From an optimization exercise on the open Yosys and OpenROAD flow, aimed at small area, a short achievable clock period and few clock cycles per item; shortcuts taken in it are not production practice.
In this exercise RTL edits were held to simulation tests only and were not proved equivalent to the original.
Power figures rest on the tool's default switching activity, not on a simulated workload.

## zigzag_matrix_reorder_core
module zigzag_matrix_reorder_core (
  input  logic                 clk,
  input  logic                 rst_n,
  input  logic                 in_valid,
  output logic                 in_stall,
  input  logic signed [31:0]   in_element_in,
  output logic                 out_valid,
  input  logic                 out_stall,
  output logic signed [31:0]   out_element_out,
  output logic                 out_last_of_scan,
  input  logic                 cfg_we,
  input  logic [0:0]           cfg_index,
  input  logic [3:0]           cfg_wdata
);
  localparam int AW = zmr_pkg::AW;
  localparam int DEPTH = zmr_pkg::DEPTH;
  logic [2:0]       rm1_r, cm1_r;
  logic             restart;
  logic             w0v_r, w1v_r, w0l_r, w1l_r, w0y_r, w1y_r;
  logic [AW-1:0]    w0a_r, w1a_r;
  logic [7:0]       w0hi_r, w0lo_r;    
  logic             wfree_r, in_stall_r;
  logic             w0_take, w1_take;
  logic [AW-1:0]    g_addr;
  logic             g_last, g_lay;
  logic [DEPTH-1:0] occ_r, occ_n;
  logic             ractive_r, rlay_r;
  logic             in_acc, start, can_out, issue_cur, issue_new, adv, lay_eff;
  logic [AW-1:0]    raddr;
  logic             rlast;
  logic [31:0]      mem_rdata, rdata;
  logic             out_valid_r, out_last_r;
  logic [31:0]      out_data_r, shown_data_r;
  logic             shown_last_r;
  assign restart = !rst_n || cfg_we;
  logic [2:0]       rm1_nx, cm1_nx, wsize_m1;
  always_comb begin
    if (cfg_wdata == 4'd0)  wsize_m1 = 3'd0;
    else if (cfg_wdata[3])  wsize_m1 = 3'd7;
  ...
Size: about 5300 cells after synthesis, ~85000 um2 of cells after synthesis.
==> flow/config.mk <==
export PLATFORM = sky130hd
export DESIGN_NAME = zigzag_matrix_reorder_core
export DESIGN_NICKNAME = zigzag_matrix_reorder_core
export VERILOG_FILES = /design/flow/design.v
export SDC_FILE = /design/flow/constraint.sdc
export NUM_CORES = 4
export LEC_CHECK = 0
export CAP_MARGIN = 20
export CORE_MARGIN = 2
export CORE_UTILIZATION = 55
export CTS_CLUSTER_DIAMETER = 80
export CTS_CLUSTER_SIZE = 30
export SETUP_SLACK_MARGIN = 4.2
export SLEW_MARGIN = 20
==> flow/constraint.sdc <==
create_clock -name core_clock -period 7.0 [get_ports {clk}]
set_input_delay 1.4000 -clock core_clock [delete_from_list [all_inputs] [get_ports {clk}]]
set_output_delay 1.4000 -clock core_clock [all_outputs]
set_load 0.01 [all_outputs]
run.sh (not shown) runs the stock make flow with config.mk's settings and CLKGATE_MAP_FILE= SYNTH_SCRIPT=/design/flow/synth_recipe.tcl, a recipe that flattens the netlist after the stock synthesis.
Testbench counts at the start, summed over its fixed seeds: cycles 17,436, items 14,009.
==> next run, changes <==
--- a/flow/design.v
+++ b/flow/design.v
@@ -4,26 +4,23 @@
   localparam int DEPTH    = MAX_ROWS * MAX_COLS;
   localparam int AW       = $clog2(DEPTH);
   localparam int DW       = 32;
 endpackage
 module zmr_store (
   input  logic                     clk,
   input  logic                     we,
-  input  logic [7:0]               whi,      
-  input  logic [7:0]               wlo,      
+  input  logic [zmr_pkg::AW-1:0]   waddr,
   input  logic [zmr_pkg::DW-1:0]   wdata,
   input  logic [zmr_pkg::AW-1:0]   raddr,
   output logic [zmr_pkg::DW-1:0]   rdata
 );
   logic [zmr_pkg::DW-1:0] mem [0:zmr_pkg::DEPTH-1];
   always_ff @(posedge clk) begin
-    for (int a = 0; a < zmr_pkg::DEPTH; a++) begin
-      if (we && whi[a / 8] && wlo[a % 8]) begin
-        mem[a] <= wdata;
-      end
+    if (we) begin
+      mem[waddr] <= wdata;
     end
   end
   logic [zmr_pkg::DEPTH-1:0] rsel;
   always_comb begin
     for (int a = 0; a < zmr_pkg::DEPTH; a++) rsel[a] = (raddr == zmr_pkg::AW'(a));
   end
   always_comb begin
@@ -204,19 +201,18 @@
   input  logic                   adv,
   output logic [zmr_pkg::AW-1:0] addr,
   output logic                   last,
   output logic                   lay
 );
   logic       l_r;
   logic [2:0] r_r, c_r;
-  logic [5:0] jm_r, j_r;
+  logic [5:0] j_r;
   logic       full;
   assign full = (rm1 == 3'd7) && (cm1 == 3'd7);
   assign last = (r_r == rm1) && (c_r == cm1);
-  assign j_r  = jm_r + 6'd1;
   assign addr = (l_r && full) ? alt_a : j_r;
   assign lay  = l_r;
   logic [5:0] alt_a;
   always_comb begin
     case (j_r)
       6'd0: alt_a = 6'd0;
       6'd1: alt_a = 6'd2;
@@ -306,17 +302,17 @@
     end
   end
   always_ff @(posedge clk) begin
     if (restart) begin
       l_r <= n2_nx;
       r_r <= r2_nx;
       c_r <= c2_nx;
-      jm_r <= 6'd1;
+      j_r <= 6'd2;
     end else if (adv) begin
-      jm_r <= j_r;
+      j_r <= j_r + 6'd1;
       if (last) begin
         l_r <= !l_r;
         r_r <= '0;
         c_r <= '0;
       end else begin
         if (c_r != cm1) begin
           c_r <= c_r + 3'd1;
@@ -344,28 +340,26 @@
 );
   localparam int AW = zmr_pkg::AW;
   localparam int DEPTH = zmr_pkg::DEPTH;
   logic [2:0]       rm1_r, cm1_r;
   logic             restart;
   logic             w0v_r, w1v_r, w0l_r, w1l_r, w0y_r, w1y_r;
   logic [AW-1:0]    w0a_r, w1a_r;
-  logic [7:0]       w0hi_r, w0lo_r;    
   logic             wfree_r, in_stall_r;
   logic             w0_take, w1_take;
   logic [AW-1:0]    g_addr;
   logic             g_last, g_lay;
   logic [DEPTH-1:0] occ_r, occ_n;
   logic             ractive_r, rlay_r;
   logic             in_acc, start, can_out, issue_cur, issue_new, adv, lay_eff;
   logic [AW-1:0]    raddr;
   logic             rlast;
   logic [31:0]      mem_rdata, rdata;
   logic             out_valid_r, out_last_r;
-  logic [31:0]      out_data_r, shown_data_r;
-  logic             shown_last_r;
+  logic [31:0]      out_data_r;
   assign restart = !rst_n || cfg_we;
   logic [2:0]       rm1_nx, cm1_nx, wsize_m1;
   always_comb begin
     if (cfg_wdata == 4'd0)  wsize_m1 = 3'd0;
     else if (cfg_wdata[3])  wsize_m1 = 3'd7;
     else                    wsize_m1 = cfg_wdata[2:0] - 3'd1;
   end
@@ -412,23 +406,14 @@
     end else begin
       if (w0_take) w0v_r <= w1v_r;
       if (w1_take) w1v_r <= 1'b1;
     end
   end
   always_ff @(posedge clk) begin
     if (restart) begin
-      w0hi_r <= 8'd1;
-      w0lo_r <= 8'd1;
-    end else if (w0_take) begin
-      w0hi_r <= 8'd1 << w1a_r[5:3];
-      w0lo_r <= 8'd1 << w1a_r[2:0];
-    end
-  end
-  always_ff @(posedge clk) begin
-    if (restart) begin
       w0a_r <= '0;
       w0l_r <= n1_nx;
       w0y_r <= 1'b0;
       w1a_r <= 6'd1;
       w1l_r <= n1_nx || n2_nx;
       w1y_r <= n1_nx;
     end else begin
@@ -458,16 +443,15 @@
     .lay   (lay_eff),
     .raddr (raddr),
     .last  (rlast)
   );
   zmr_store u_store (
     .clk   (clk),
     .we    (wfree_r),
-    .whi   (w0hi_r),
-    .wlo   (w0lo_r),
+    .waddr (w0a_r),
     .wdata (in_element_in),
     .raddr (raddr),
     .rdata (mem_rdata)
   );
   assign rdata = mem_rdata;
   always_ff @(posedge clk) begin
     if (!rst_n) begin
@@ -521,31 +505,20 @@
       out_valid_r <= 1'b0;
     end else if (adv) begin
       out_valid_r <= 1'b1;
     end else if (!out_stall) begin
       out_valid_r <= 1'b0;
     end
   end
-  logic out_valid_n;
-  assign out_valid_n = adv || (out_valid_r && out_stall);
-  always_ff @(posedge clk) begin
-    if (adv) begin
-      shown_data_r <= rdata;
-      shown_last_r <= rlast;
-    end
-  end
-  always_ff @(posedge clk) begin
-    if (adv) begin
-      out_data_r <= rdata;
-      out_last_r <= rlast;
-    end else if (out_valid_n) begin
-      out_data_r <= shown_data_r;
-      out_last_r <= shown_last_r;
-    end else begin
+  always_ff @(posedge clk or negedge rst_n) begin
+    if (!rst_n) begin
       out_data_r <= '0;
       out_last_r <= 1'b0;
+    end else if (adv) begin
+      out_data_r <= rdata;
+      out_last_r <= rlast;
     end
   end
   assign out_valid        = out_valid_r;
   assign out_element_out  = out_data_r;
   assign out_last_of_scan = out_last_r;
 endmodule
What happened:
- setup slack got worse by 160 ps
- first-iteration DRC count goes down by a few percent
- power hardly moves
- clock power goes down slightly
- global-route usage goes up by 0.47 points
- sequential cell count goes down by 43
- via count goes down slightly
- die area goes down slightly
Testbench counts after the change, summed over its fixed seeds: cycles 17,436, items 14,009.

[separate check: timing with driven ports]
In the flow no input, the clock included, has a driving cell. The finished layouts below were timed again as built, in two steps. Step 1: set_driving_cell puts a clkbuf_16 on clk and a buf_2 on each other input, an assumption about the parent block. Step 2 moves the port delays by t, midway between the first and last clock arrival at a register: inputs arrive t later, outputs are due t later. That takes back most of the time a late clock gives input paths. a / b / c = ideal / step 1 / step 2; a / b = the first two.
| run | t, ns | slack for setup (ns) | worst register clock-pin slew, ns |
|---|---|---|---|
| the first run | 0.887 | 4.118 / 4.112 / 3.523 | 0.12 / 0.12 |
| the second run | 0.863 | 3.960 / 3.960 / 3.363 | 0.12 / 0.12 |
After both steps every run listed still meets setup and hold. The setup slack of the second run, which loses most, moves by 0.000 ns with the drivers and by -0.597 ns with both steps.
